What follows belongs to an exercise in optimizing a design on an open flow for small area, a short achievable clock period and few clock cycles; a production flow would make more cautious choices. The RTL was checked by simulation tests, not by an equivalence proof against the original design. Power is estimated from default activity; no workload was simulated.

Design stepper_step_pulse_generator, start of the top module:
module stepper_step_pulse_generator #(
  parameter int PERIOD_BITS = 24
) (
  input  logic        clk,
  input  logic        rst_n,
  input  logic        in_valid,
  output logic        in_ready,
  input  logic [2:0]  in_req_type,
  input  logic [23:0] in_velocity,
  input  logic [31:0] in_step_value,
  output logic        out_valid,
  input  logic        out_ready,
  output logic        out_step_level,
  output logic        out_dir_level,
  output logic        out_enable_n,
  output logic [31:0] out_position,
  output logic        out_is_moving,
  output logic [23:0] out_period_out,
  input  logic        psel,
  input  logic        penable,
  input  logic        pwrite,
  input  logic [3:0]  paddr,
  input  logic [31:0] pwdata,
  output logic [31:0] prdata,
  output logic        pready
);
clock: 9.0 ns
lec_check: 0
cap_margin: 5
core_margin: 2
core_utilization: 40
cts_cluster_diameter: 100
cts_cluster_size: 20
setup_slack_margin: 4.75
slew_margin: 5
standard.sh (not shown) runs the stock make flow with config.mk's settings and CLKGATE_MAP_FILE= SYNTH_SCRIPT=/design/flow/synth_recipe.tcl, a recipe that flattens the netlist after the stock synthesis.
==> flow/flow/run.sh <==
#!/bin/bash
# The standard layout (standard.sh), with the port buffers that buffer_ports
# inserts on every input and output made the platform's smallest buffer,
# sky130_fd_sc_hd__buf_1, instead of its default choice (clkdlybuf4s50_1).
# Timing repair still resizes any port buffer on a critical path.
set -euo pipefail
export BUFFER_PORTS_ARGS="-buffer_cell sky130_fd_sc_hd__buf_1"
bash standard.sh > standard.log 2>&1
Testbench counts at the start, summed over its fixed seeds: cycles 21,559.
Edit:
--- a/flow/config.mk
+++ b/flow/config.mk
@@ -13 +13 @@
-export SETUP_SLACK_MARGIN = 4.75
+export SETUP_SLACK_MARGIN = 4.8
Outcome: Maximum frequency came out higher by 0.33%; combinational power came out higher by about 0.8%; clock skew came out lower by 0.0099 ns; sequential power is about the same; power came out lower by 2.1%; non-clock buffer count does not change; setup slack is better by 0.014 ns.
Edit:
==> flow/run.sh (new file) <==
#!/bin/bash
# synth_recipe.tcl (not shown) runs the flow's synth.tcl, then flattens the netlist and writes it again
# the make line also repeats each setting of config.mk as NAME=value (left out here)
make -C /OpenROAD-flow-scripts/flow DESIGN_CONFIG=/design/flow/config.mk WORK_HOME=/design/flow/orfs CLKGATE_MAP_FILE= SYNTH_SCRIPT=/design/flow/synth_recipe.tcl finish
removed: flow/flow/run.sh
removed: flow/standard.sh
Result: Setup slack degrades by 0.10 ns; maximum frequency came out lower by 2.3%; sequential cell count does not change; utilization came out higher by 2.3 points; global-route usage came out higher by 0.14 points; clock power is about the same; sequential share of layout area came out lower by 1.8 points; routed wire length came out higher by 0.93%; final cell count stays the same; combinational power came out higher by about 5%; die area stays the same.
Edit:
==> flow/flow/run.sh (new file) <==
#!/bin/bash
# The standard layout (standard.sh), with the port buffers that buffer_ports
# inserts on every input and output made the platform's smallest buffer,
# sky130_fd_sc_hd__buf_1, instead of its default choice (clkdlybuf4s50_1).
# Timing repair still resizes any port buffer on a critical path.
set -euo pipefail
export BUFFER_PORTS_ARGS="-buffer_cell sky130_fd_sc_hd__buf_1"
bash standard.sh > standard.log 2>&1
==> flow/standard.sh (new file) <==
#!/bin/bash
# synth_recipe.tcl (not shown) runs the flow's synth.tcl, then flattens the netlist and writes it again
# the make line also repeats each setting of config.mk as NAME=value (left out here)
make -C /OpenROAD-flow-scripts/flow DESIGN_CONFIG=/design/flow/config.mk WORK_HOME=/design/flow/orfs CLKGATE_MAP_FILE= SYNTH_SCRIPT=/design/flow/synth_recipe.tcl "${@:-finish}"
--- a/flow/config.mk
+++ b/flow/config.mk
@@ -13 +13 @@
-export SETUP_SLACK_MARGIN = 4.8
+export SETUP_SLACK_MARGIN = 4.85
removed: flow/run.sh
=>
- clock skew rose by 0.013 ns
- count of clock-buffer cells in the layout climbs by 4
- critical path depth stays the same
- worst setup slack gains 0.091 ns
- worst hold slack is better by 0.0038 ns
- cell area shrinks by a few percent
- synthesized cell count does not change
- wire length stays flat
- via count grows by a few percent
- maximum frequency went up by a few percent
- die area is unchanged
Edit:
--- a/flow/config.mk
+++ b/flow/config.mk
@@ -13 +13 @@
-export SETUP_SLACK_MARGIN = 4.85
+export SETUP_SLACK_MARGIN = 4.7
The new run finished clean.
Fmax came out lower by 0.93%.
Setup slack gets worse by 0.040 ns.
Total power drops by 2.0%.
Routed wire length shrinks by 0.49%.
Clock-buffer cell count came out lower by 3.
Core utilization drops by 0.98 points.
Via count went down by 1.2%.
Hold slack hardly moves.
Final cell count came out lower by 0.59%.

stepper_step_pulse_generator, a different RTL version from the one above (not shown whole).
Size in the first run: roughly 2500 cells after synthesis, ~350 flip-flops, about 200 I/O pins, roughly 21000 um2 of cells after synthesis.
clock: 9.0 ns
lec_check: 0
cap_margin: 5
core_margin: 2
core_utilization: 40
cts_cluster_diameter: 80
cts_cluster_size: 16
setup_slack_margin: 4.8
slew_margin: 5
==> flow/flow/run.sh <==
#!/bin/bash
# The standard layout (standard.sh), with the port buffers that buffer_ports
# inserts on every input and output made the platform's smallest buffer,
# sky130_fd_sc_hd__buf_1, instead of its default choice (clkdlybuf4s50_1).
# Timing repair still resizes any port buffer on a critical path.
set -euo pipefail
export BUFFER_PORTS_ARGS="-buffer_cell sky130_fd_sc_hd__buf_1"
bash standard.sh > standard.log 2>&1
Testbench counts at the start, summed over its fixed seeds: cycles 21,559.
==> next run, changes <==
Settings changed: ABC_CLOCK_PERIOD_IN_PS from default to 3000, CTS_CLUSTER_DIAMETER 80 to 100, CTS_CLUSTER_SIZE 16 to 20.
What happened:
- The new run ran to the end with no violations
- via count goes down by 0.35%
- area after synthesis stays the same
- total power drops by 6.5%
- clock-buffer cell count went down by 8
- hold slack barely changes
- worst setup slack gains 0.0050 ns
- fmax hardly moves
- design area goes down by 1.4%
- combinational power is about the same
==> next run, changes <==
Settings changed: ABC_CLOCK_PERIOD_IN_PS 3000 to default, SETUP_SLACK_MARGIN 4.8 to 4.9.
What happened: Combinational power hardly moves. Design area stays the same. Power shrinks by 0.62%. Clock skew hardly moves. Non-clock buffer count is higher by 1. Routed wire length hardly moves. Setup slack loses 0.043 ns. Clock power is about the same. Die area does not change. Fmax is lower by 1.0%.
==> next run, changes <==
Settings changed: CAP_MARGIN 5 to 20, SETUP_SLACK_MARGIN 4.9 to 4.8, SLEW_MARGIN 5 to 20, TNS_END_PERCENT from default to 10.
=> The new run produced a clean layout; sequential cell count does not change; final cell count went down by 0.73%; wire length shrinks by 0.83%; global-route usage goes down by 0.18 points; die area stays the same; power barely changes; clock power goes up by about 4%; worst hold slack is worse by 0.0042 ns; synthesized area stays the same.
==> next run, changes <==
Settings changed: CAP_MARGIN 20 to 5, PLACE_DENSITY from default to 0.5, SETUP_SLACK_MARGIN 4.8 to 4.7, SLEW_MARGIN 20 to 5, TNS_END_PERCENT 10 to default.
- The new run ran to the end with no violations
- first-iteration DRC count decreases by a few percent
- setup slack improved by 0.12 ns
- total power grows by a few percent
- final area climbs slightly
- non-clock buffer count increases by 16
- synthesized area does not change
- sequential power stays flat
- cell count increases slightly
- sequential cell count stays the same

==> port drivers added, routing unchanged <==
The results above use ideal ports. As a check the final layouts listed here were re-extracted and re-timed, cells and wires unchanged.
Step 1, drivers: a clkbuf_16 drives clk and a buf_2 each remaining input, both assumed.
Step 2 also shifts input and output timing later by t, the mid clock arrival at the registers, as if the neighbouring blocks saw the same clock.
Three values: ideal, step 1, step 2; two values: the first two.
| run | t, ns | slack for setup (ns) | hold WS [ns] | cell pins on the clock port's net |
|---|---|---|---|---|
| the first run of note 1 | 0.609 | 4.791 / 4.759 / 4.532 | 0.463 / 0.463 / 0.463 | 1 |
| the second run of note 1 | 0.619 | 4.805 / 4.766 / 4.448 | 0.466 / 0.466 / 0.466 | 1 |
| the third run of note 1 | 0.607 | 4.705 / 4.685 / 4.382 | 0.459 / 0.459 / 0.459 | 1 |
| the fourth run of note 1 | 0.617 | 4.796 / 4.758 / 4.562 | 0.463 / 0.463 / 0.463 | 1 |
| the fifth run of note 1 | 0.615 | 4.757 / 4.737 / 4.302 | 0.464 / 0.464 / 0.464 | 1 |
| the first run of note 2 | 0.650 | 4.735 / 4.697 / 4.371 | 0.469 / 0.469 / 0.469 | 1 |
| the second run of note 2 | 0.603 | 4.740 / 4.702 / 4.375 | 0.472 / 0.472 / 0.472 | 1 |
| the third run of note 2 | 0.612 | 4.697 / 4.658 / 4.497 | 0.478 / 0.478 / 0.478 | 1 |
| the fourth run of note 2 | 0.611 | 4.592 / 4.562 / 4.288 | 0.474 / 0.474 / 0.474 | 1 |
| the fifth run of note 2 | 0.615 | 4.709 / 4.666 / 4.178 | 0.478 / 0.478 / 0.478 | 1 |
After both steps setup and hold are still met in every run listed. The setup slack of the fifth run of note 2, which loses most, moves by -0.043 ns with the drivers and by -0.531 ns with both steps.
